This is an optimization exercise on Yosys and OpenROAD, whose aim is small area, a short achievable clock period and few clock cycles, not a production implementation. Function was checked by simulation only, so behaviour that the tests miss may differ from the original. Power is estimated from default activity; no workload was simulated.

**flow/design.v**
```verilog
module smv_lane (
   input  logic          clk,
   input  logic          gate,      
   input  logic [7:0]    one,
   input  logic [7:0]    two,
   input  logic [7:0]    neg,
   input  logic [15:0]   w,
   output logic [39:0]   acc,
   output logic [4-1:0] cy
);
   logic [39:0]     ag;
   logic [4-1:0] cg;
   logic [16:0]     pp [8];
   logic [39:0]     rs, rc;
   logic [39:0]     an;
   logic [4-1:0] cn;
   assign ag = acc & {40{~gate}};
   assign cg = cy & {4{~gate}};
   always_comb begin
      for (int j = 0; j < 8; j++) begin
         for (int b = 0; b < 17; b++) begin
            logic wb, wl, r;
            wb = (b < 16) ? w[b] : w[15];
            wl = (b > 0) ? w[b-1] : 1'b0;
            r  = ((one[j] & wb) | (two[j] & wl)) ^ neg[j];
            pp[j][b] = (b == 16) ? ~r : r;
         end
      end
   end
   logic t_s0;
   logic t_c0;
   logic t_s1;
   logic t_c1;
   logic t_s2;
   logic t_c2;
   logic t_s3;
   logic t_c3;
   logic t_s4;
   logic t_c4;
   logic t_s5;
   logic t_c5;
   logic t_s6;
   logic t_c6;
   logic t_s7;
   logic t_c7;
   logic t_s8;
   logic t_c8;
   logic t_s9;
   logic t_c9;
   logic t_s10;
   logic t_c10;
   logic t_s11;
   logic t_c11;
   logic t_s12;
   logic t_c12;
   logic t_s13;
   logic t_c13;
   logic t_s14;
   logic t_c14;
   logic t_s15;
   logic t_c15;
   logic t_s16;
   logic t_c16;
   logic t_s17;
   logic t_c17;
   logic t_s18;
   logic t_c18;
   logic t_s19;
   logic t_c19;
   logic t_s20;
   logic t_c20;
   logic t_s21;
   logic t_c21;
   logic t_s22;
   logic t_c22;
   logic t_s23;
   logic t_c23;
   logic t_s24;
   logic t_c24;
   logic t_s25;
   logic t_c25;
   logic t_s26;
   logic t_c26;
   logic t_s27;
   logic t_c27;
   logic t_s28;
   logic t_c28;
   logic t_s29;
   logic t_c29;
   logic t_s30;
   logic t_c30;
   logic t_s31;
   logic t_c31;
   logic t_s32;
   logic t_c32;
   logic t_s33;
   logic t_c33;
   logic t_s34;
   logic t_c34;
   logic t_s35;
   logic t_c35;
   logic t_s36;
   logic t_c36;
   logic t_s37;
   logic t_c37;
   logic t_s38;
   logic t_c38;
   logic t_s39;
   logic t_c39;
   logic t_s40;
   logic t_c40;
   logic t_s41;
   logic t_c41;
   logic t_s42;
   logic t_c42;
   logic t_s43;
   logic t_c43;
   logic t_s44;
   logic t_c44;
   logic t_s45;
   logic t_c45;
   logic t_s46;
   logic t_c46;
   logic t_s47;
   logic t_c47;
   logic t_s48;
   logic t_c48;
   logic t_s49;
   logic t_c49;
   logic t_s50;
   logic t_c50;
   logic t_s51;
   logic t_c51;
   logic t_s52;
   logic t_c52;
   logic t_s53;
   logic t_c53;
   logic t_s54;
   logic t_c54;
   logic t_s55;
   logic t_c55;
   logic t_s56;
   logic t_c56;
   logic t_s57;
   logic t_c57;
   logic t_s58;
   logic t_c58;
   logic t_s59;
   logic t_c59;
   logic t_s60;
   logic t_c60;
   logic t_s61;
   logic t_c61;
   logic t_s62;
   logic t_c62;
   logic t_s63;
   logic t_c63;
   logic t_s64;
   logic t_c64;
   logic t_s65;
   logic t_c65;
   logic t_s66;
   logic t_c66;
   logic t_s67;
   logic t_c67;
   logic t_s68;
   logic t_c68;
   logic t_s69;
   logic t_c69;
   logic t_s70;
   logic t_c70;
   logic t_s71;
   logic t_c71;
   logic t_s72;
   logic t_c72;
   logic t_s73;
   logic t_c73;
   logic t_s74;
   logic t_c74;
   logic t_s75;
   logic t_c75;
   logic t_s76;
   logic t_c76;
   logic t_s77;
   logic t_c77;
   logic t_s78;
   logic t_c78;
   logic t_s79;
   logic t_c79;
   logic t_s80;
   logic t_c80;
   logic t_s81;
   logic t_c81;
   logic t_s82;
   logic t_c82;
   logic t_s83;
   logic t_c83;
   logic t_s84;
   logic t_c84;
   logic t_s85;
   logic t_c85;
   logic t_s86;
   logic t_c86;
   logic t_s87;
   logic t_c87;
   logic t_s88;
   logic t_c88;
   logic t_s89;
   logic t_c89;
   logic t_s90;
   logic t_c90;
   logic t_s91;
   logic t_c91;
   logic t_s92;
   logic t_c92;
   logic t_s93;
   logic t_c93;
   logic t_s94;
   logic t_c94;
   logic t_s95;
   logic t_c95;
   logic t_s96;
   logic t_c96;
   logic t_s97;
   logic t_c97;
   logic t_s98;
   logic t_c98;
   logic t_s99;
   logic t_c99;
   logic t_s100;
   logic t_c100;
   logic t_s101;
   logic t_c101;
   logic t_s102;
   logic t_c102;
   logic t_s103;
   logic t_c103;
   logic t_s104;
   logic t_c104;
   logic t_s105;
   logic t_c105;
   logic t_s106;
   logic t_c106;
   logic t_s107;
   logic t_c107;
   logic t_s108;
   logic t_c108;
   logic t_s109;
   logic t_c109;
   logic t_s110;
   logic t_c110;
   logic t_s111;
   logic t_c111;
   logic t_s112;
   logic t_c112;
   logic t_s113;
   logic t_c113;
   logic t_s114;
   logic t_c114;
   logic t_s115;
   logic t_c115;
   logic t_s116;
   logic t_c116;
   logic t_s117;
   logic t_c117;
   logic t_s118;
   logic t_c118;
   logic t_s119;
   logic t_c119;
   logic t_s120;
   logic t_c120;
   logic t_s121;
   logic t_c121;
   logic t_s122;
   logic t_c122;
   logic t_s123;
   logic t_c123;
   logic t_s124;
   logic t_c124;
   logic t_s125;
   logic t_c125;
   logic t_s126;
   logic t_c126;
   logic t_s127;
   logic t_c127;
   logic t_s128;
   logic t_c128;
   logic t_s129;
   logic t_c129;
   logic t_s130;
   logic t_c130;
   logic t_s131;
   logic t_c131;
   logic t_s132;
   logic t_c132;
   logic t_s133;
   logic t_c133;
   logic t_s134;
   logic t_c134;
   logic t_s135;
   logic t_c135;
   logic t_s136;
   logic t_c136;
   logic t_s137;
   logic t_c137;
   logic t_s138;
   logic t_c138;
   logic t_s139;
   logic t_c139;
   logic t_s140;
   logic t_c140;
   logic t_s141;
   logic t_c141;
   logic t_s142;
   logic t_c142;
   logic t_s143;
   logic t_c143;
   logic t_s144;
   logic t_c144;
   logic t_s145;
   logic t_c145;
   logic t_s146;
   logic t_c146;
   logic t_s147;
   logic t_c147;
   logic t_s148;
   logic t_c148;
   logic t_s149;
   logic t_c149;
   logic t_s150;
   logic t_c150;
   logic t_s151;
   logic t_c151;
   logic t_s152;
   logic t_c152;
   logic t_s153;
   logic t_c153;
   assign t_s0 = ag[14] ^ neg[7];
   assign t_c0 = ag[14] & neg[7];
   assign t_s1 = ag[15] ^ pp[0][15];
   assign t_c1 = ag[15] & pp[0][15];
   assign t_s2 = 1'b1 ^ ag[16] ^ cg[1];
   assign t_c2 = (1'b1 & ag[16]) | (1'b1 & cg[1]) | (ag[16] & cg[1]);
   assign t_s3 = pp[0][16] ^ pp[1][14];
   assign t_c3 = pp[0][16] & pp[1][14];
   assign t_s4 = 1'b1 ^ ag[17] ^ pp[1][15];
   assign t_c4 = (1'b1 & ag[17]) | (1'b1 & pp[1][15]) | (ag[17] & pp[1][15]);
   assign t_s5 = ag[8] ^ cg[0] ^ neg[4];
   assign t_c5 = (ag[8] & cg[0]) | (ag[8] & neg[4]) | (cg[0] & neg[4]);
   assign t_s6 = ag[9] ^ pp[0][9];
   assign t_c6 = ag[9] & pp[0][9];
   assign t_s7 = ag[10] ^ neg[5] ^ pp[0][10];
   assign t_c7 = (ag[10] & neg[5]) | (ag[10] & pp[0][10]) | (neg[5] & pp[0][10]);
   assign t_s8 = pp[1][8] ^ pp[2][6];
   assign t_c8 = pp[1][8] & pp[2][6];
   assign t_s9 = ag[11] ^ pp[0][11] ^ pp[1][9];
   assign t_c9 = (ag[11] & pp[0][11]) | (ag[11] & pp[1][9]) | (pp[0][11] & pp[1][9]);
   assign t_s10 = pp[2][7] ^ pp[3][5];
   assign t_c10 = pp[2][7] & pp[3][5];
   assign t_s11 = ag[12] ^ neg[6] ^ pp[0][12];
   assign t_c11 = (ag[12] & neg[6]) | (ag[12] & pp[0][12]) | (neg[6] & pp[0][12]);
   assign t_s12 = pp[1][10] ^ pp[2][8] ^ pp[3][6];
   assign t_c12 = (pp[1][10] & pp[2][8]) | (pp[1][10] & pp[3][6]) | (pp[2][8] & pp[3][6]);
   assign t_s13 = pp[4][4] ^ pp[5][2];
   assign t_c13 = pp[4][4] & pp[5][2];
   assign t_s14 = ag[13] ^ pp[0][13] ^ pp[1][11];
   assign t_c14 = (ag[13] & pp[0][13]) | (ag[13] & pp[1][11]) | (pp[0][13] & pp[1][11]);
   assign t_s15 = pp[2][9] ^ pp[3][7] ^ pp[4][5];
   assign t_c15 = (pp[2][9] & pp[3][7]) | (pp[2][9] & pp[4][5]) | (pp[3][7] & pp[4][5]);
   assign t_s16 = pp[5][3] ^ pp[6][1];
   assign t_c16 = pp[5][3] & pp[6][1];
   assign t_s17 = t_s0 ^ pp[0][14] ^ pp[1][12];
   assign t_c17 = (t_s0 & pp[0][14]) | (t_s0 & pp[1][12]) | (pp[0][14] & pp[1][12]);
   assign t_s18 = pp[2][10] ^ pp[3][8] ^ pp[4][6];
   assign t_c18 = (pp[2][10] & pp[3][8]) | (pp[2][10] & pp[4][6]) | (pp[3][8] & pp[4][6]);
   assign t_s19 = pp[5][4] ^ pp[6][2] ^ pp[7][0];
   assign t_c19 = (pp[5][4] & pp[6][2]) | (pp[5][4] & pp[7][0]) | (pp[6][2] & pp[7][0]);
   assign t_s20 = t_c0 ^ pp[1][13] ^ pp[2][11];
   assign t_c20 = (t_c0 & pp[1][13]) | (t_c0 & pp[2][11]) | (pp[1][13] & pp[2][11]);
   assign t_s21 = pp[3][9] ^ pp[4][7] ^ pp[5][5];
   assign t_c21 = (pp[3][9] & pp[4][7]) | (pp[3][9] & pp[5][5]) | (pp[4][7] & pp[5][5]);
   assign t_s22 = pp[6][3] ^ pp[7][1] ^ t_s1;
   assign t_c22 = (pp[6][3] & pp[7][1]) | (pp[6][3] & t_s1) | (pp[7][1] & t_s1);
   assign t_s23 = pp[2][12] ^ pp[3][10] ^ pp[4][8];
   assign t_c23 = (pp[2][12] & pp[3][10]) | (pp[2][12] & pp[4][8]) | (pp[3][10] & pp[4][8]);
   assign t_s24 = pp[5][6] ^ pp[6][4] ^ pp[7][2];
   assign t_c24 = (pp[5][6] & pp[6][4]) | (pp[5][6] & pp[7][2]) | (pp[6][4] & pp[7][2]);
   assign t_s25 = t_s2 ^ t_c1 ^ t_s3;
   assign t_c25 = (t_s2 & t_c1) | (t_s2 & t_s3) | (t_c1 & t_s3);
   assign t_s26 = t_c2 ^ pp[2][13] ^ pp[3][11];
   assign t_c26 = (t_c2 & pp[2][13]) | (t_c2 & pp[3][11]) | (pp[2][13] & pp[3][11]);
   assign t_s27 = pp[4][9] ^ pp[5][7] ^ pp[6][5];
   assign t_c27 = (pp[4][9] & pp[5][7]) | (pp[4][9] & pp[6][5]) | (pp[5][7] & pp[6][5]);
   assign t_s28 = pp[7][3] ^ t_c3 ^ t_s4;
   assign t_c28 = (pp[7][3] & t_c3) | (pp[7][3] & t_s4) | (t_c3 & t_s4);
   assign t_s29 = ag[18] ^ pp[1][16] ^ pp[2][14];
   assign t_c29 = (ag[18] & pp[1][16]) | (ag[18] & pp[2][14]) | (pp[1][16] & pp[2][14]);
   assign t_s30 = pp[3][12] ^ pp[4][10] ^ pp[5][8];
   assign t_c30 = (pp[3][12] & pp[4][10]) | (pp[3][12] & pp[5][8]) | (pp[4][10] & pp[5][8]);
   assign t_s31 = pp[6][6] ^ pp[7][4] ^ t_c4;
   assign t_c31 = (pp[6][6] & pp[7][4]) | (pp[6][6] & t_c4) | (pp[7][4] & t_c4);
   assign t_s32 = 1'b1 ^ ag[19] ^ pp[2][15];
   assign t_c32 = (1'b1 & ag[19]) | (1'b1 & pp[2][15]) | (ag[19] & pp[2][15]);
   assign t_s33 = pp[3][13] ^ pp[4][11] ^ pp[5][9];
   assign t_c33 = (pp[3][13] & pp[4][11]) | (pp[3][13] & pp[5][9]) | (pp[4][11] & pp[5][9]);
   assign t_s34 = pp[6][7] ^ pp[7][5];
   assign t_c34 = pp[6][7] & pp[7][5];
   assign t_s35 = ag[20] ^ pp[2][16] ^ pp[3][14];
   assign t_c35 = (ag[20] & pp[2][16]) | (ag[20] & pp[3][14]) | (pp[2][16] & pp[3][14]);
   assign t_s36 = pp[4][12] ^ pp[5][10] ^ pp[6][8];
   assign t_c36 = (pp[4][12] & pp[5][10]) | (pp[4][12] & pp[6][8]) | (pp[5][10] & pp[6][8]);
   assign t_s37 = 1'b1 ^ ag[21] ^ pp[3][15];
   assign t_c37 = (1'b1 & ag[21]) | (1'b1 & pp[3][15]) | (ag[21] & pp[3][15]);
   assign t_s38 = pp[4][13] ^ pp[5][11];
   assign t_c38 = pp[4][13] & pp[5][11];
   assign t_s39 = ag[22] ^ pp[3][16] ^ pp[4][14];
   assign t_c39 = (ag[22] & pp[3][16]) | (ag[22] & pp[4][14]) | (pp[3][16] & pp[4][14]);
   assign t_s40 = 1'b1 ^ ag[23];
   assign t_c40 = 1'b1 & ag[23];
   assign t_s41 = ag[24] ^ cg[2];
   assign t_c41 = ag[24] & cg[2];
   assign t_s42 = ag[4] ^ neg[2];
   assign t_c42 = ag[4] & neg[2];
   assign t_s43 = ag[5] ^ pp[0][5];
   assign t_c43 = ag[5] & pp[0][5];
   assign t_s44 = ag[6] ^ neg[3] ^ pp[0][6];
   assign t_c44 = (ag[6] & neg[3]) | (ag[6] & pp[0][6]) | (neg[3] & pp[0][6]);
   assign t_s45 = pp[1][4] ^ pp[2][2];
   assign t_c45 = pp[1][4] & pp[2][2];
   assign t_s46 = ag[7] ^ pp[0][7] ^ pp[1][5];
   assign t_c46 = (ag[7] & pp[0][7]) | (ag[7] & pp[1][5]) | (pp[0][7] & pp[1][5]);
   assign t_s47 = pp[2][3] ^ pp[3][1];
   assign t_c47 = pp[2][3] & pp[3][1];
   assign t_s48 = pp[0][8] ^ pp[1][6] ^ pp[2][4];
   assign t_c48 = (pp[0][8] & pp[1][6]) | (pp[0][8] & pp[2][4]) | (pp[1][6] & pp[2][4]);
   assign t_s49 = pp[3][2] ^ pp[4][0] ^ t_s5;
   assign t_c49 = (pp[3][2] & pp[4][0]) | (pp[3][2] & t_s5) | (pp[4][0] & t_s5);
   assign t_s50 = pp[1][7] ^ pp[2][5] ^ pp[3][3];
   assign t_c50 = (pp[1][7] & pp[2][5]) | (pp[1][7] & pp[3][3]) | (pp[2][5] & pp[3][3]);
   assign t_s51 = pp[4][1] ^ t_c5 ^ t_s6;
   assign t_c51 = (pp[4][1] & t_c5) | (pp[4][1] & t_s6) | (t_c5 & t_s6);
   assign t_s52 = pp[3][4] ^ pp[4][2] ^ pp[5][0];
   assign t_c52 = (pp[3][4] & pp[4][2]) | (pp[3][4] & pp[5][0]) | (pp[4][2] & pp[5][0]);
   assign t_s53 = t_c6 ^ t_s8 ^ t_s7;
   assign t_c53 = (t_c6 & t_s8) | (t_c6 & t_s7) | (t_s8 & t_s7);
   assign t_s54 = pp[4][3] ^ pp[5][1] ^ t_c8;
   assign t_c54 = (pp[4][3] & pp[5][1]) | (pp[4][3] & t_c8) | (pp[5][1] & t_c8);
   assign t_s55 = t_s10 ^ t_c7 ^ t_s9;
   assign t_c55 = (t_s10 & t_c7) | (t_s10 & t_s9) | (t_c7 & t_s9);
   assign t_s56 = pp[6][0] ^ t_c10 ^ t_s13;
   assign t_c56 = (pp[6][0] & t_c10) | (pp[6][0] & t_s13) | (t_c10 & t_s13);
   assign t_s57 = t_c9 ^ t_s11 ^ t_s12;
   assign t_c57 = (t_c9 & t_s11) | (t_c9 & t_s12) | (t_s11 & t_s12);
   assign t_s58 = t_c13 ^ t_s16 ^ t_c11;
   assign t_c58 = (t_c13 & t_s16) | (t_c13 & t_c11) | (t_s16 & t_c11);
   assign t_s59 = t_c12 ^ t_s14 ^ t_s15;
   assign t_c59 = (t_c12 & t_s14) | (t_c12 & t_s15) | (t_s14 & t_s15);
   assign t_s60 = t_c16 ^ t_c14 ^ t_c15;
   assign t_c60 = (t_c16 & t_c14) | (t_c16 & t_c15) | (t_c14 & t_c15);
   assign t_s61 = t_s17 ^ t_s18 ^ t_s19;
   assign t_c61 = (t_s17 & t_s18) | (t_s17 & t_s19) | (t_s18 & t_s19);
   assign t_s62 = t_c17 ^ t_c18 ^ t_c19;
   assign t_c62 = (t_c17 & t_c18) | (t_c17 & t_c19) | (t_c18 & t_c19);
   assign t_s63 = t_s20 ^ t_s21 ^ t_s22;
   assign t_c63 = (t_s20 & t_s21) | (t_s20 & t_s22) | (t_s21 & t_s22);
   assign t_s64 = t_c20 ^ t_c21 ^ t_s23;
   assign t_c64 = (t_c20 & t_c21) | (t_c20 & t_s23) | (t_c21 & t_s23);
   assign t_s65 = t_s24 ^ t_c22 ^ t_s25;
   assign t_c65 = (t_s24 & t_c22) | (t_s24 & t_s25) | (t_c22 & t_s25);
   assign t_s66 = t_c23 ^ t_c24 ^ t_s26;
   assign t_c66 = (t_c23 & t_c24) | (t_c23 & t_s26) | (t_c24 & t_s26);
   assign t_s67 = t_s27 ^ t_c25 ^ t_s28;
   assign t_c67 = (t_s27 & t_c25) | (t_s27 & t_s28) | (t_c25 & t_s28);
   assign t_s68 = t_c26 ^ t_c27 ^ t_s29;
   assign t_c68 = (t_c26 & t_c27) | (t_c26 & t_s29) | (t_c27 & t_s29);
   assign t_s69 = t_s30 ^ t_s31 ^ t_c28;
   assign t_c69 = (t_s30 & t_s31) | (t_s30 & t_c28) | (t_s31 & t_c28);
   assign t_s70 = t_s34 ^ t_c29 ^ t_c30;
   assign t_c70 = (t_s34 & t_c29) | (t_s34 & t_c30) | (t_c29 & t_c30);
   assign t_s71 = t_s32 ^ t_s33 ^ t_c31;
   assign t_c71 = (t_s32 & t_s33) | (t_s32 & t_c31) | (t_s33 & t_c31);
   assign t_s72 = pp[7][6] ^ t_c34 ^ t_c32;
   assign t_c72 = (pp[7][6] & t_c34) | (pp[7][6] & t_c32) | (t_c34 & t_c32);
   assign t_s73 = t_c33 ^ t_s35 ^ t_s36;
   assign t_c73 = (t_c33 & t_s35) | (t_c33 & t_s36) | (t_s35 & t_s36);
   assign t_s74 = pp[6][9] ^ pp[7][7] ^ t_s38;
   assign t_c74 = (pp[6][9] & pp[7][7]) | (pp[6][9] & t_s38) | (pp[7][7] & t_s38);
   assign t_s75 = t_c35 ^ t_c36 ^ t_s37;
   assign t_c75 = (t_c35 & t_c36) | (t_c35 & t_s37) | (t_c36 & t_s37);
   assign t_s76 = pp[5][12] ^ pp[6][10] ^ pp[7][8];
   assign t_c76 = (pp[5][12] & pp[6][10]) | (pp[5][12] & pp[7][8]) | (pp[6][10] & pp[7][8]);
   assign t_s77 = t_c38 ^ t_c37 ^ t_s39;
   assign t_c77 = (t_c38 & t_c37) | (t_c38 & t_s39) | (t_c37 & t_s39);
   assign t_s78 = t_s40 ^ pp[4][15] ^ pp[5][13];
   assign t_c78 = (t_s40 & pp[4][15]) | (t_s40 & pp[5][13]) | (pp[4][15] & pp[5][13]);
   assign t_s79 = pp[6][11] ^ pp[7][9] ^ t_c39;
   assign t_c79 = (pp[6][11] & pp[7][9]) | (pp[6][11] & t_c39) | (pp[7][9] & t_c39);
   assign t_s80 = t_c40 ^ t_s41 ^ pp[4][16];
   assign t_c80 = (t_c40 & t_s41) | (t_c40 & pp[4][16]) | (t_s41 & pp[4][16]);
   assign t_s81 = pp[5][14] ^ pp[6][12] ^ pp[7][10];
   assign t_c81 = (pp[5][14] & pp[6][12]) | (pp[5][14] & pp[7][10]) | (pp[6][12] & pp[7][10]);
   assign t_s82 = 1'b1 ^ ag[25] ^ t_c41;
   assign t_c82 = (1'b1 & ag[25]) | (1'b1 & t_c41) | (ag[25] & t_c41);
   assign t_s83 = pp[5][15] ^ pp[6][13] ^ pp[7][11];
   assign t_c83 = (pp[5][15] & pp[6][13]) | (pp[5][15] & pp[7][11]) | (pp[6][13] & pp[7][11]);
   assign t_s84 = ag[26] ^ pp[5][16] ^ pp[6][14];
   assign t_c84 = (ag[26] & pp[5][16]) | (ag[26] & pp[6][14]) | (pp[5][16] & pp[6][14]);
   assign t_s85 = 1'b1 ^ ag[27];
   assign t_c85 = 1'b1 & ag[27];
   assign t_s86 = ag[2] ^ neg[1];
   assign t_c86 = ag[2] & neg[1];
   assign t_s87 = ag[3] ^ pp[0][3];
   assign t_c87 = ag[3] & pp[0][3];
   assign t_s88 = t_s42 ^ pp[0][4] ^ pp[1][2];
   assign t_c88 = (t_s42 & pp[0][4]) | (t_s42 & pp[1][2]) | (pp[0][4] & pp[1][2]);
   assign t_s89 = t_c42 ^ pp[1][3] ^ pp[2][1];
   assign t_c89 = (t_c42 & pp[1][3]) | (t_c42 & pp[2][1]) | (pp[1][3] & pp[2][1]);
   assign t_s90 = pp[3][0] ^ t_c43 ^ t_s45;
   assign t_c90 = (pp[3][0] & t_c43) | (pp[3][0] & t_s45) | (t_c43 & t_s45);
   assign t_s91 = t_c45 ^ t_s47 ^ t_c44;
   assign t_c91 = (t_c45 & t_s47) | (t_c45 & t_c44) | (t_s47 & t_c44);
   assign t_s92 = t_c47 ^ t_c46 ^ t_s48;
   assign t_c92 = (t_c47 & t_c46) | (t_c47 & t_s48) | (t_c46 & t_s48);
   assign t_s93 = t_c48 ^ t_s50 ^ t_c49;
   assign t_c93 = (t_c48 & t_s50) | (t_c48 & t_c49) | (t_s50 & t_c49);
   assign t_s94 = t_c50 ^ t_s52 ^ t_c51;
   assign t_c94 = (t_c50 & t_s52) | (t_c50 & t_c51) | (t_s52 & t_c51);
   assign t_s95 = t_c52 ^ t_s54 ^ t_c53;
   assign t_c95 = (t_c52 & t_s54) | (t_c52 & t_c53) | (t_s54 & t_c53);
   assign t_s96 = t_c54 ^ t_s56 ^ t_c55;
   assign t_c96 = (t_c54 & t_s56) | (t_c54 & t_c55) | (t_s56 & t_c55);
   assign t_s97 = t_c56 ^ t_s58 ^ t_c57;
   assign t_c97 = (t_c56 & t_s58) | (t_c56 & t_c57) | (t_s58 & t_c57);
   assign t_s98 = t_c58 ^ t_s60 ^ t_c59;
   assign t_c98 = (t_c58 & t_s60) | (t_c58 & t_c59) | (t_s60 & t_c59);
   assign t_s99 = t_c60 ^ t_s62 ^ t_c61;
   assign t_c99 = (t_c60 & t_s62) | (t_c60 & t_c61) | (t_s62 & t_c61);
   assign t_s100 = t_c62 ^ t_s64 ^ t_c63;
   assign t_c100 = (t_c62 & t_s64) | (t_c62 & t_c63) | (t_s64 & t_c63);
   assign t_s101 = t_c64 ^ t_s66 ^ t_c65;
   assign t_c101 = (t_c64 & t_s66) | (t_c64 & t_c65) | (t_s66 & t_c65);
   assign t_s102 = t_c66 ^ t_s68 ^ t_c67;
   assign t_c102 = (t_c66 & t_s68) | (t_c66 & t_c67) | (t_s68 & t_c67);
   assign t_s103 = t_s70 ^ t_c68 ^ t_c69;
   assign t_c103 = (t_s70 & t_c68) | (t_s70 & t_c69) | (t_c68 & t_c69);
   assign t_s104 = t_c70 ^ t_s72 ^ t_s73;
   assign t_c104 = (t_c70 & t_s72) | (t_c70 & t_s73) | (t_s72 & t_s73);
   assign t_s105 = t_s74 ^ t_c72 ^ t_c73;
   assign t_c105 = (t_s74 & t_c72) | (t_s74 & t_c73) | (t_c72 & t_c73);
   assign t_s106 = t_s76 ^ t_c74 ^ t_c75;
   assign t_c106 = (t_s76 & t_c74) | (t_s76 & t_c75) | (t_c74 & t_c75);
   assign t_s107 = t_c76 ^ t_s78 ^ t_s79;
   assign t_c107 = (t_c76 & t_s78) | (t_c76 & t_s79) | (t_s78 & t_s79);
   assign t_s108 = t_c78 ^ t_s80 ^ t_s81;
   assign t_c108 = (t_c78 & t_s80) | (t_c78 & t_s81) | (t_s80 & t_s81);
   assign t_s109 = t_s82 ^ t_c80 ^ t_c81;
   assign t_c109 = (t_s82 & t_c80) | (t_s82 & t_c81) | (t_c80 & t_c81);
   assign t_s110 = pp[7][12] ^ t_c82 ^ t_c83;
   assign t_c110 = (pp[7][12] & t_c82) | (pp[7][12] & t_c83) | (t_c82 & t_c83);
   assign t_s111 = t_s85 ^ pp[6][15] ^ pp[7][13];
   assign t_c111 = (t_s85 & pp[6][15]) | (t_s85 & pp[7][13]) | (pp[6][15] & pp[7][13]);
   assign t_s112 = ag[28] ^ t_c85 ^ pp[6][16];
   assign t_c112 = (ag[28] & t_c85) | (ag[28] & pp[6][16]) | (t_c85 & pp[6][16]);
   assign t_s113 = 1'b1 ^ ag[29];
   assign t_c113 = 1'b1 & ag[29];
   assign t_s114 = ag[0] ^ neg[0];
   assign t_c114 = ag[0] & neg[0];
   assign t_s115 = ag[1] ^ pp[0][1];
   assign t_c115 = ag[1] & pp[0][1];
   assign t_s116 = t_s86 ^ pp[0][2] ^ pp[1][0];
   assign t_c116 = (t_s86 & pp[0][2]) | (t_s86 & pp[1][0]) | (pp[0][2] & pp[1][0]);
   assign t_s117 = t_c86 ^ pp[1][1] ^ t_s87;
   assign t_c117 = (t_c86 & pp[1][1]) | (t_c86 & t_s87) | (pp[1][1] & t_s87);
   assign t_s118 = pp[2][0] ^ t_c87 ^ t_s88;
   assign t_c118 = (pp[2][0] & t_c87) | (pp[2][0] & t_s88) | (t_c87 & t_s88);
   assign t_s119 = t_s43 ^ t_c88 ^ t_s89;
   assign t_c119 = (t_s43 & t_c88) | (t_s43 & t_s89) | (t_c88 & t_s89);
   assign t_s120 = t_c89 ^ t_s44 ^ t_s90;
   assign t_c120 = (t_c89 & t_s44) | (t_c89 & t_s90) | (t_s44 & t_s90);
   assign t_s121 = t_s46 ^ t_c90 ^ t_s91;
   assign t_c121 = (t_s46 & t_c90) | (t_s46 & t_s91) | (t_c90 & t_s91);
   assign t_s122 = t_s49 ^ t_c91 ^ t_s92;
   assign t_c122 = (t_s49 & t_c91) | (t_s49 & t_s92) | (t_c91 & t_s92);
   assign t_s123 = t_s51 ^ t_c92 ^ t_s93;
   assign t_c123 = (t_s51 & t_c92) | (t_s51 & t_s93) | (t_c92 & t_s93);
   assign t_s124 = t_s53 ^ t_c93 ^ t_s94;
   assign t_c124 = (t_s53 & t_c93) | (t_s53 & t_s94) | (t_c93 & t_s94);
   assign t_s125 = t_s55 ^ t_c94 ^ t_s95;
   assign t_c125 = (t_s55 & t_c94) | (t_s55 & t_s95) | (t_c94 & t_s95);
   assign t_s126 = t_s57 ^ t_c95 ^ t_s96;
   assign t_c126 = (t_s57 & t_c95) | (t_s57 & t_s96) | (t_c95 & t_s96);
   assign t_s127 = t_s59 ^ t_c96 ^ t_s97;
   assign t_c127 = (t_s59 & t_c96) | (t_s59 & t_s97) | (t_c96 & t_s97);
   assign t_s128 = t_s61 ^ t_c97 ^ t_s98;
   assign t_c128 = (t_s61 & t_c97) | (t_s61 & t_s98) | (t_c97 & t_s98);
   assign t_s129 = t_s63 ^ t_c98 ^ t_s99;
   assign t_c129 = (t_s63 & t_c98) | (t_s63 & t_s99) | (t_c98 & t_s99);
   assign t_s130 = t_s65 ^ t_c99 ^ t_s100;
   assign t_c130 = (t_s65 & t_c99) | (t_s65 & t_s100) | (t_c99 & t_s100);
   assign t_s131 = t_s67 ^ t_c100 ^ t_s101;
   assign t_c131 = (t_s67 & t_c100) | (t_s67 & t_s101) | (t_c100 & t_s101);
   assign t_s132 = t_s69 ^ t_c101 ^ t_s102;
   assign t_c132 = (t_s69 & t_c101) | (t_s69 & t_s102) | (t_c101 & t_s102);
   assign t_s133 = t_s71 ^ t_c102 ^ t_s103;
   assign t_c133 = (t_s71 & t_c102) | (t_s71 & t_s103) | (t_c102 & t_s103);
   assign t_s134 = t_c71 ^ t_s104 ^ t_c103;
   assign t_c134 = (t_c71 & t_s104) | (t_c71 & t_c103) | (t_s104 & t_c103);
   assign t_s135 = t_s75 ^ t_c104 ^ t_s105;
   assign t_c135 = (t_s75 & t_c104) | (t_s75 & t_s105) | (t_c104 & t_s105);
   assign t_s136 = t_s77 ^ t_c105 ^ t_s106;
   assign t_c136 = (t_s77 & t_c105) | (t_s77 & t_s106) | (t_c105 & t_s106);
   assign t_s137 = t_c77 ^ t_c106 ^ t_s107;
   assign t_c137 = (t_c77 & t_c106) | (t_c77 & t_s107) | (t_c106 & t_s107);
   assign t_s138 = t_c79 ^ t_s108 ^ t_c107;
   assign t_c138 = (t_c79 & t_s108) | (t_c79 & t_c107) | (t_s108 & t_c107);
   assign t_s139 = t_s83 ^ t_s109 ^ t_c108;
   assign t_c139 = (t_s83 & t_s109) | (t_s83 & t_c108) | (t_s109 & t_c108);
   assign t_s140 = t_s84 ^ t_c109 ^ t_s110;
   assign t_c140 = (t_s84 & t_c109) | (t_s84 & t_s110) | (t_c109 & t_s110);
   assign t_s141 = t_c84 ^ t_s111 ^ t_c110;
   assign t_c141 = (t_c84 & t_s111) | (t_c84 & t_c110) | (t_s111 & t_c110);
   assign t_s142 = pp[7][14] ^ t_c111 ^ t_s112;
   assign t_c142 = (pp[7][14] & t_c111) | (pp[7][14] & t_s112) | (t_c111 & t_s112);
   assign t_s143 = t_s113 ^ pp[7][15] ^ t_c112;
   assign t_c143 = (t_s113 & pp[7][15]) | (t_s113 & t_c112) | (pp[7][15] & t_c112);
   assign t_s144 = ag[30] ^ t_c113 ^ pp[7][16];
   assign t_c144 = (ag[30] & t_c113) | (ag[30] & pp[7][16]) | (t_c113 & pp[7][16]);
   assign t_s145 = 1'b1 ^ ag[31];
   assign t_c145 = 1'b1 & ag[31];
   assign t_s146 = 1'b1 ^ ag[32] ^ cg[3];
   assign t_c146 = (1'b1 & ag[32]) | (1'b1 & cg[3]) | (ag[32] & cg[3]);
   assign t_s147 = 1'b1 ^ ag[33];
   assign t_c147 = 1'b1 & ag[33];
   assign t_s148 = 1'b1 ^ ag[34];
   assign t_c148 = 1'b1 & ag[34];
   assign t_s149 = 1'b1 ^ ag[35];
   assign t_c149 = 1'b1 & ag[35];
   assign t_s150 = 1'b1 ^ ag[36];
   assign t_c150 = 1'b1 & ag[36];
   assign t_s151 = 1'b1 ^ ag[37];
   assign t_c151 = 1'b1 & ag[37];
   assign t_s152 = 1'b1 ^ ag[38];
   assign t_c152 = 1'b1 & ag[38];
   assign t_s153 = 1'b1 ^ ag[39];
   assign t_c153 = 1'b1 & ag[39];
   assign rs[0] = pp[0][0];
   assign rc[0] = t_s114;
   assign rs[1] = t_c114;
   assign rc[1] = t_s115;
   assign rs[2] = t_c115;
   assign rc[2] = t_s116;
   assign rs[3] = t_c116;
   assign rc[3] = t_s117;
   assign rs[4] = t_c117;
   assign rc[4] = t_s118;
   assign rs[5] = t_c118;
   assign rc[5] = t_s119;
   assign rs[6] = t_c119;
   assign rc[6] = t_s120;
   assign rs[7] = t_c120;
   assign rc[7] = t_s121;
   assign rs[8] = t_c121;
   assign rc[8] = t_s122;
   assign rs[9] = t_c122;
   assign rc[9] = t_s123;
   assign rs[10] = t_c123;
   assign rc[10] = t_s124;
   assign rs[11] = t_c124;
   assign rc[11] = t_s125;
   assign rs[12] = t_c125;
   assign rc[12] = t_s126;
   assign rs[13] = t_c126;
   assign rc[13] = t_s127;
   assign rs[14] = t_c127;
   assign rc[14] = t_s128;
   assign rs[15] = t_c128;
   assign rc[15] = t_s129;
   assign rs[16] = t_c129;
   assign rc[16] = t_s130;
   assign rs[17] = t_c130;
   assign rc[17] = t_s131;
   assign rs[18] = t_c131;
   assign rc[18] = t_s132;
   assign rs[19] = t_c132;
   assign rc[19] = t_s133;
   assign rs[20] = t_c133;
   assign rc[20] = t_s134;
   assign rs[21] = t_s135;
   assign rc[21] = t_c134;
   assign rs[22] = t_c135;
   assign rc[22] = t_s136;
   assign rs[23] = t_c136;
   assign rc[23] = t_s137;
   assign rs[24] = t_c137;
   assign rc[24] = t_s138;
   assign rs[25] = t_s139;
   assign rc[25] = t_c138;
   assign rs[26] = t_c139;
   assign rc[26] = t_s140;
   assign rs[27] = t_c140;
   assign rc[27] = t_s141;
   assign rs[28] = t_s142;
   assign rc[28] = t_c141;
   assign rs[29] = t_s143;
   assign rc[29] = t_c142;
   assign rs[30] = t_s144;
   assign rc[30] = t_c143;
   assign rs[31] = t_s145;
   assign rc[31] = t_c144;
   assign rs[32] = t_c145;
   assign rc[32] = t_s146;
   assign rs[33] = t_s147;
   assign rc[33] = t_c146;
   assign rs[34] = t_c147;
   assign rc[34] = t_s148;
   assign rs[35] = t_c148;
   assign rc[35] = t_s149;
   assign rs[36] = t_c149;
   assign rc[36] = t_s150;
   assign rs[37] = t_c150;
   assign rc[37] = t_s151;
   assign rs[38] = t_c151;
   assign rc[38] = t_s152;
   assign rs[39] = t_c152;
   assign rc[39] = t_s153;
   assign {cn[0], an[7:0]} = {1'b0, rs[7:0]} + {1'b0, rc[7:0]};
   assign {cn[1], an[15:8]} = {1'b0, rs[15:8]} + {1'b0, rc[15:8]};
   assign {cn[2], an[23:16]} = {1'b0, rs[23:16]} + {1'b0, rc[23:16]};
   assign {cn[3], an[31:24]} = {1'b0, rs[31:24]} + {1'b0, rc[31:24]};
   assign an[39:32] = rs[39:32] + rc[39:32];
   always_ff @(posedge clk) begin
      acc <= an;
      cy  <= cn;
   end
endmodule
module systolic_matvec (
   input  logic         clk,
   input  logic         reset,
   input  logic         in_valid,
   output logic         in_ready,
   input  logic [15:0]  in_data,
   input  logic [127:0] in_weight,
   input  logic         in_last,
   output logic         out_valid,
   input  logic         out_ready,
   output logic [39:0]  out_data,
   output logic [2:0]   out_index,
   output logic         out_last,
   output logic         busy
);
   localparam int NC = 4;
   logic        ir;         
   logic        v1;         
   logic        l1;         
   logic        open_q;     
   logic        done_q;     
   logic        fresh_q;    
   logic        gate_q;     
   logic        bval;       
   logic [2:0]  k;          
   logic        ov;         
   logic        busy_q;
   logic        accept, xfer, mv;
   logic        l1_n, open_n, done_n, fresh_n, bval_n, ov_n;
   assign accept = in_valid & ir & reset;
   assign xfer   = done_q & ~bval;
   assign mv     = bval & (~ov | out_ready);
   always_comb begin
      l1_n    = accept & in_last;
      open_n  = accept ? ~in_last : open_q;
      done_n  = l1 ? 1'b1 : (xfer ? 1'b0 : done_q);
      fresh_n = v1 ? 1'b0 : (fresh_q | xfer);
      bval_n  = xfer ? 1'b1 : ((mv && k == 3'd7) ? 1'b0 : bval);
      ov_n    = mv ? 1'b1 : (out_ready ? 1'b0 : ov);
   end
   logic [7:0]   one1, two1, neg1;
   logic [127:0] w1;
   logic [7:0]   one_e, two_e, neg_e;
   always_comb begin
      for (int j = 0; j < 8; j++) begin
         logic bh, bm, bl;
         bh = in_data[2*j+1];
         bm = in_data[2*j];
         bl = (j > 0) ? in_data[2*j-1] : 1'b0;
         one_e[j] = accept & (bm ^ bl);
         two_e[j] = accept & ((bh & ~bm & ~bl) | (~bh & bm & bl));
         neg_e[j] = accept & bh & ~(bm & bl);
      end
   end
   always_ff @(posedge clk) begin
      w1   <= in_weight;
      one1 <= one_e;
      two1 <= two_e;
      neg1 <= neg_e;
   end
   logic [39:0]   acc [8];
   logic [NC-1:0] cy  [8];
   for (genvar i = 0; i < 8; i++) begin : g_lane
      smv_lane u_lane (
         .clk (clk),
         .gate(gate_q),
         .one (one1),
         .two (two1),
         .neg (neg1),
         .w   (w1[i*16 +: 16]),
         .acc (acc[i]),
         .cy  (cy[i])
      );
   end
   logic [39:0]   b_acc [8];
   logic [NC-1:0] b_cy  [8];
   always_ff @(posedge clk) begin
      if (xfer) begin
         for (int i = 0; i < 8; i++) begin
            b_acc[i] <= acc[i];
            b_cy[i]  <= cy[i];
         end
      end
   end
   logic [39:0] od;
   logic [2:0]  oi;
   logic        ol;
   logic [39:0] sel_acc;
   logic [NC-1:0] sel_cy;
   logic [39:0] res;
   assign sel_acc = b_acc[k];
   assign sel_cy  = b_cy[k];
   always_comb begin
      logic [39:0] cv;
      cv = '0;
      for (int i = 0; i < NC; i++) cv = cv | ({39'd0, sel_cy[i]} << (8 * (i + 1)));
      res = sel_acc + cv;
   end
   always_ff @(posedge clk) begin
      if (mv) begin
         od <= res;
         oi <= k;
         ol <= (k == 3'd7);
      end
   end
   always_ff @(posedge clk) begin
      if (!reset) begin
         ir      <= 1'b1;
         v1      <= 1'b0;
         l1      <= 1'b0;
         open_q  <= 1'b0;
         done_q  <= 1'b0;
         fresh_q <= 1'b1;
         gate_q  <= 1'b1;
         bval    <= 1'b0;
         k       <= 3'd0;
         ov      <= 1'b0;
         busy_q  <= 1'b0;
      end else begin
         v1      <= accept;
         l1      <= l1_n;
         open_q  <= open_n;
         done_q  <= done_n;
         fresh_q <= fresh_n;
         gate_q  <= fresh_n | (done_n & ~bval_n);
         bval    <= bval_n;
         if (xfer) k <= 3'd0;
         else if (mv) k <= k + 3'd1;
         ov      <= ov_n;
         ir      <= ~((done_n & (l1_n | bval_n)) | (l1_n & bval_n));
         busy_q  <= open_n | l1_n | done_n | bval_n | ov_n;
      end
   end
   assign in_ready  = ir;
   assign out_valid = ov;
   assign out_data  = od;
   assign out_index = oi;
   assign out_last  = ol;
   assign busy      = busy_q;
endmodule
```
**flow/constraint.sdc**
```tcl
create_clock -name core_clock -period 11.0 [get_ports {clk}]
set_input_delay 2.2000 -clock core_clock [delete_from_list [all_inputs] [get_ports {clk}]]
set_output_delay 2.2000 -clock core_clock [all_outputs]
set_load 0.01 [all_outputs]
```
**flow/run.sh**
```bash
#!/bin/bash
# synth_recipe.tcl (not shown) runs the flow's synth.tcl, then flattens the netlist and writes it again
# the make line also repeats each setting of config.mk as NAME=value (left out here)
make -C /OpenROAD-flow-scripts/flow DESIGN_CONFIG=/design/flow/config.mk WORK_HOME=/design/flow/orfs CLKGATE_MAP_FILE= SYNTH_SCRIPT=/design/flow/synth_recipe.tcl finish
```
**flow/config.mk**
```make
export PLATFORM = sky130hd
export DESIGN_NAME = systolic_matvec
export DESIGN_NICKNAME = systolic_matvec
export VERILOG_FILES = /design/flow/design.v
export SDC_FILE = /design/flow/constraint.sdc
export NUM_CORES = 4
export LEC_CHECK = 0
export CAP_MARGIN = 20
export CORE_MARGIN = 2
export CORE_UTILIZATION = 40
export SLEW_MARGIN = 20
```
==> flow_metrics.tcl <==
set metrics [dict create \
    cp-start-kind "flip-flop" \
    clk_pin_slew_ns 0.07 \
    switchingPower_mw 7.861 \
    max_clock_freq_mhz 160.8 \
    hold_path.startpoint "g_lane[1].u_lane.acc[37]" \
    drive_above_1_share_pct 4.859 \
    place_area_sq_um 89480 \
    final_area_sq_um 93390 \
    p_sw_share_pct 41.04 \
    pwr_density_cell_nw_per_um2 205.1 \
    final_nets 9943 \
    run_status "finished clean" \
    htreeDepth 3 \
    intPower_mw 11.30 \
    stdcell_count 11200 \
    globalRouteMet2Util_pct 40.96 \
    startpoint "two1[1]" \
    crit_fanout 46 \
    power_frac_comb_pct 51.3 \
    layout_setup_ws_ns 4.779 \
    rows 169 \
    port_buffers 195 \
    path_class "reg -> reg" \
    grt_pass1_vias 65780 \
    die_w_um 466.1 \
    antenna_found_initial 18 \
    rr_startpoint "two1[1]" \
    dp.cells 10990 \
    rsz0062_at_grt "no" \
    drcViolationCount 0 \
    ctsResizeCount 0 \
    ys_seq_elements 913 \
    synth_edf_count 396 \
    syn_area_sq_um 85400 \
    ys_seq_area_share_pct 26.04 \
    slew_headroom_pct 19.39 \
    top_usage_layer "met2" \
    min_path_type "reg -> reg" \
    dr_total_vias 62740 \
    synth.net_count 10200 \
    worst_pin_slew_ns 1.208 \
    die_h_um 466.1 \
    final.setup.tns_ns 0 \
    ant_nets 0 \
    hpwlAfterDp_mm 204.7 \
    ios 196 \
    post-place-ws_ns 4.936 \
    core_area_sq_um 212100 \
    avgSynthCellArea_sq_um 10.00 \
    met1_usage_pct 35.86 \
    cts_max_path_buffers 3 \
    met3_usage_pct 6.804 \
    nFillCells 20070 \
    grt_pass1_wl_mm 434.5 \
    p_leak_nw 39.73 \
    postCtsHoldBufs 0 \
    wl_per_cell_um 26.13 \
    root_buffer "clkbuf_16" \
    sequentialPowerShare_pct 28.2 \
    cts_tree "built" \
    totalWireLength_mm 292.7 \
    syn2layout_area_growth_pct 9.353 \
    clock_skew_ns 0.05327 \
    hold_violations 0 \
    overflow 0 \
    track_usage_pct 26.89 \
    post_cts_buffers 0 \
    cts_sinks 913 \
    synth.distinct_cells 74 \
    cp-end-kind "flip-flop" \
    finalSetupViolations 0 \
    drtIter0Drc 7071 \
    ir_drop_mv 0.1526 \
    cp_data_arrival_time_ns 6.87 \
    grt_max_degree 148 \
    finalWeightedCongestion 0.9326 \
    power_frac_clock_pct 20.5 \
    clock_latency_ns 0.80 \
    synthCells 8536 \
    vias_per_cell 5.601 \
    synthFlopType "dfxtp_1" \
    dieArea_sq_um 217200 \
    ys_warn_count 9 \
    start_util_pct 40.27 \
    fin_hold_ws_ns 0.4156 \
    cts_buffers 109 \
    period_needed_ns 6.221 \
    slew_viol_final 0 \
    synthArstFlopShare_pct 0 \
    maxCapViolations 0 \
    critPathRequiredTime_ns 11.65 \
    final.period_utilization_pct 56.55 \
    drt_pre_antenna_iters 10 \
]
==> cells in the final DEF, fill, tap and decap left out, types with 10 or more instances in the layout <==
cell type	n
inv_1	1553
a22oi_1	995
fa_1	984
xnor2_1	951
ha_1	526
dfxtp_1	490
edfxtp_1	396
xor2_1	386
nand2b_1	227
nand2_1	214
clkdlybuf4s50_1	195
nor2b_1	193
a21oi_1	184
nor2_1	153
clkbuf_16	114
buf_4	112
a21o_1	88
o21ai_0	88
o21bai_1	72
a222oi_1	38
dfxtp_4	26
a21boi_0	24
o21a_1	24
a22o_1	19
mux2_2	18
buf_12	17
nor3_1	16
inv_6	15
nand3_1	14
clkinv_2	14
clkbuf_1	14
a41oi_1	12
clkinv_4	12
and2_1	11
o22ai_1	11
bufinv_16	10
==> cells by family (layout without fill, tap and decap cells) <==
kind of cell               after synthesis  count (layout)  synth area share (%)
adders and majority gates             1514            1514                 30.83
xor gates and xnor gates              1337            1337                 13.71
other                                    0               5                     0
muxes                                   25              25                0.3194
and+or+nand+nor                        880             880                 5.447
buffers and inverters                 2251            2091                 10.01
AOI/OAI and AO/OA                     1616            1616                 13.63
DFF                                    913             913                 26.04
==> per-layer routing <==
layer	vias up	share of wire [%]
li1	27000	-
met1	31570	41
met2	3522	44
met3	640	11
met4	8	4.9
met5	-	0.016
==> metrics by stage <==
stage | total power [mW] | util, %
floorplan | 12.54 | -
global placement | 14.89 | 42.19
detailed placement | 15.15 | 42.19
CTS | 19.21 | 44.02
global route | 20.79 | 44.03
finish | 19.16 | 44.03
==> synth_stat cells, types with 11 or more instances <==
library cell / number / area share (%)
nor2b_1: 195 / 1.4
ha_1: 530 / 7.8
edfxtp_1: 396 / 14
fa_1: 984 / 23
a222oi_1: 38 / 0.45
o22ai_1: 11 / 0.081
a21o_1: 88 / 0.77
clkbuf_1: 512 / 2.3
mux2_2: 18 / 0.24
nor2_1: 153 / 0.67
nand2_1: 214 / 0.94
xnor2_1: 951 / 9.8
xor2_1: 386 / 4.0
and2_1: 11 / 0.081
nand3_1: 14 / 0.082
nand2b_1: 227 / 1.7
dfxtp_1: 517 / 12
inv_1: 1554 / 6.8
o21a_1: 24 / 0.21
buf_1: 149 / 0.65
buf_4: 17 / 0.15
a21boi_0: 24 / 0.21
a41oi_1: 12 / 0.12
buf_2: 13 / 0.076
a22o_1: 19 / 0.19
o21bai_1: 72 / 0.63
o21ai_0: 88 / 0.52
a22oi_1: 995 / 8.7
a21oi_1: 184 / 1.1
nor3_1: 16 / 0.094
==> sequential cells by signal, summed over array words and instances, names as in the netlist <==
signal and cells:
open_q 1, b_acc 320, ov 1, oi 3
bval 1, two1 8, g_lane.u_lane.acc 320, fresh_q 1
ol 1, b_cy 32, done_q 1, od 40
l1 1, ir 1, k 3, g_lane.u_lane.cy 32
neg1 8, v1 1, gate_q 1, w1 128
busy_q 1, one1 8
==> critical path: stages (launching register included) <==
cell	delay (ns)
dfxtp_4	0.78
buf_4	0.75
or2_2	0.64
nand2_1	0.15
xor2_1	0.22
fa_1	0.59
fa_1	0.44
fa_1	0.53
fa_1	0.42
ha_1	0.35
nor2b_1	0.14
o21ai_0	0.22
a21boi_0	0.16
o21a_1	0.20
o21ai_0	0.16
nand2b_1	0.08
a21o_1	0.18
==> cell type report <==
cell class	instances	area, sq um	area share, %
clock inverter	71	852.1	0.9124
clock buffer	136	3015	3.229
antenna	5	12.51	0.01340
timing repair buffer	327	3151	3.374
sequential	913	22340	23.92
inverter	1557	5854	6.269
tap	2821	3530	3.780
multi-input combinational	5372	54630	58.50
==> worst paths after layout <==
| kind | depth (start not counted) | endpoint | slack, ns |
|---|---|---|---|
| max | 16 | g_lane[6].u_lane.cy[2] | 4.78 |
| max reg2reg | 16 | g_lane[6].u_lane.cy[2] | 4.78 |
| min reg2reg | 0 | b_acc[1][37] | 0.42 |
| min | 0 | b_acc[1][37] | 0.42 |
==> power groups by stage <==
stage,sequential [mW],combinational [mW],clock (mW)
final,5.40,9.82,3.93
after global routing,5.46,11.2,4.13
after CTS,5.39,9.81,4.00
after detailed placement,5.46,9.69,0
after global placement,5.45,9.45,0
after floorplan,4.91,7.63,0
Testbench counts, summed over its fixed seeds: cycles 7,183.

[static timing again, ports no longer ideal]
Ports are ideal in the flow. The routed layout listed here was re-timed in OpenROAD. Step 1 (the two cells are an assumption about what drives the block):
set clk [get_ports {clk}]
set_driving_cell -lib_cell sky130_fd_sc_hd__clkbuf_16 $clk
set_driving_cell -lib_cell sky130_fd_sc_hd__buf_2 [delete_from_list [all_inputs] $clk]
Step 2 also shifts input and output timing later by t, the mid clock arrival at the registers, as if the neighbouring blocks saw the same clock. a / b / c = no drivers / after step 1 / after step 2; a / b = the first two.
shift t [ns]: 0.873
setup slack, ns: 4.779 / 4.779 / 4.779
slew at the worst register clock pin (ns): 0.08 / 0.08
worst data-port slew with drivers (ns): 0.06
After both steps setup and hold are still met in this run. For this run, drivers alone change the setup slack by 0.000 ns; drivers and shift together by 0.000 ns.
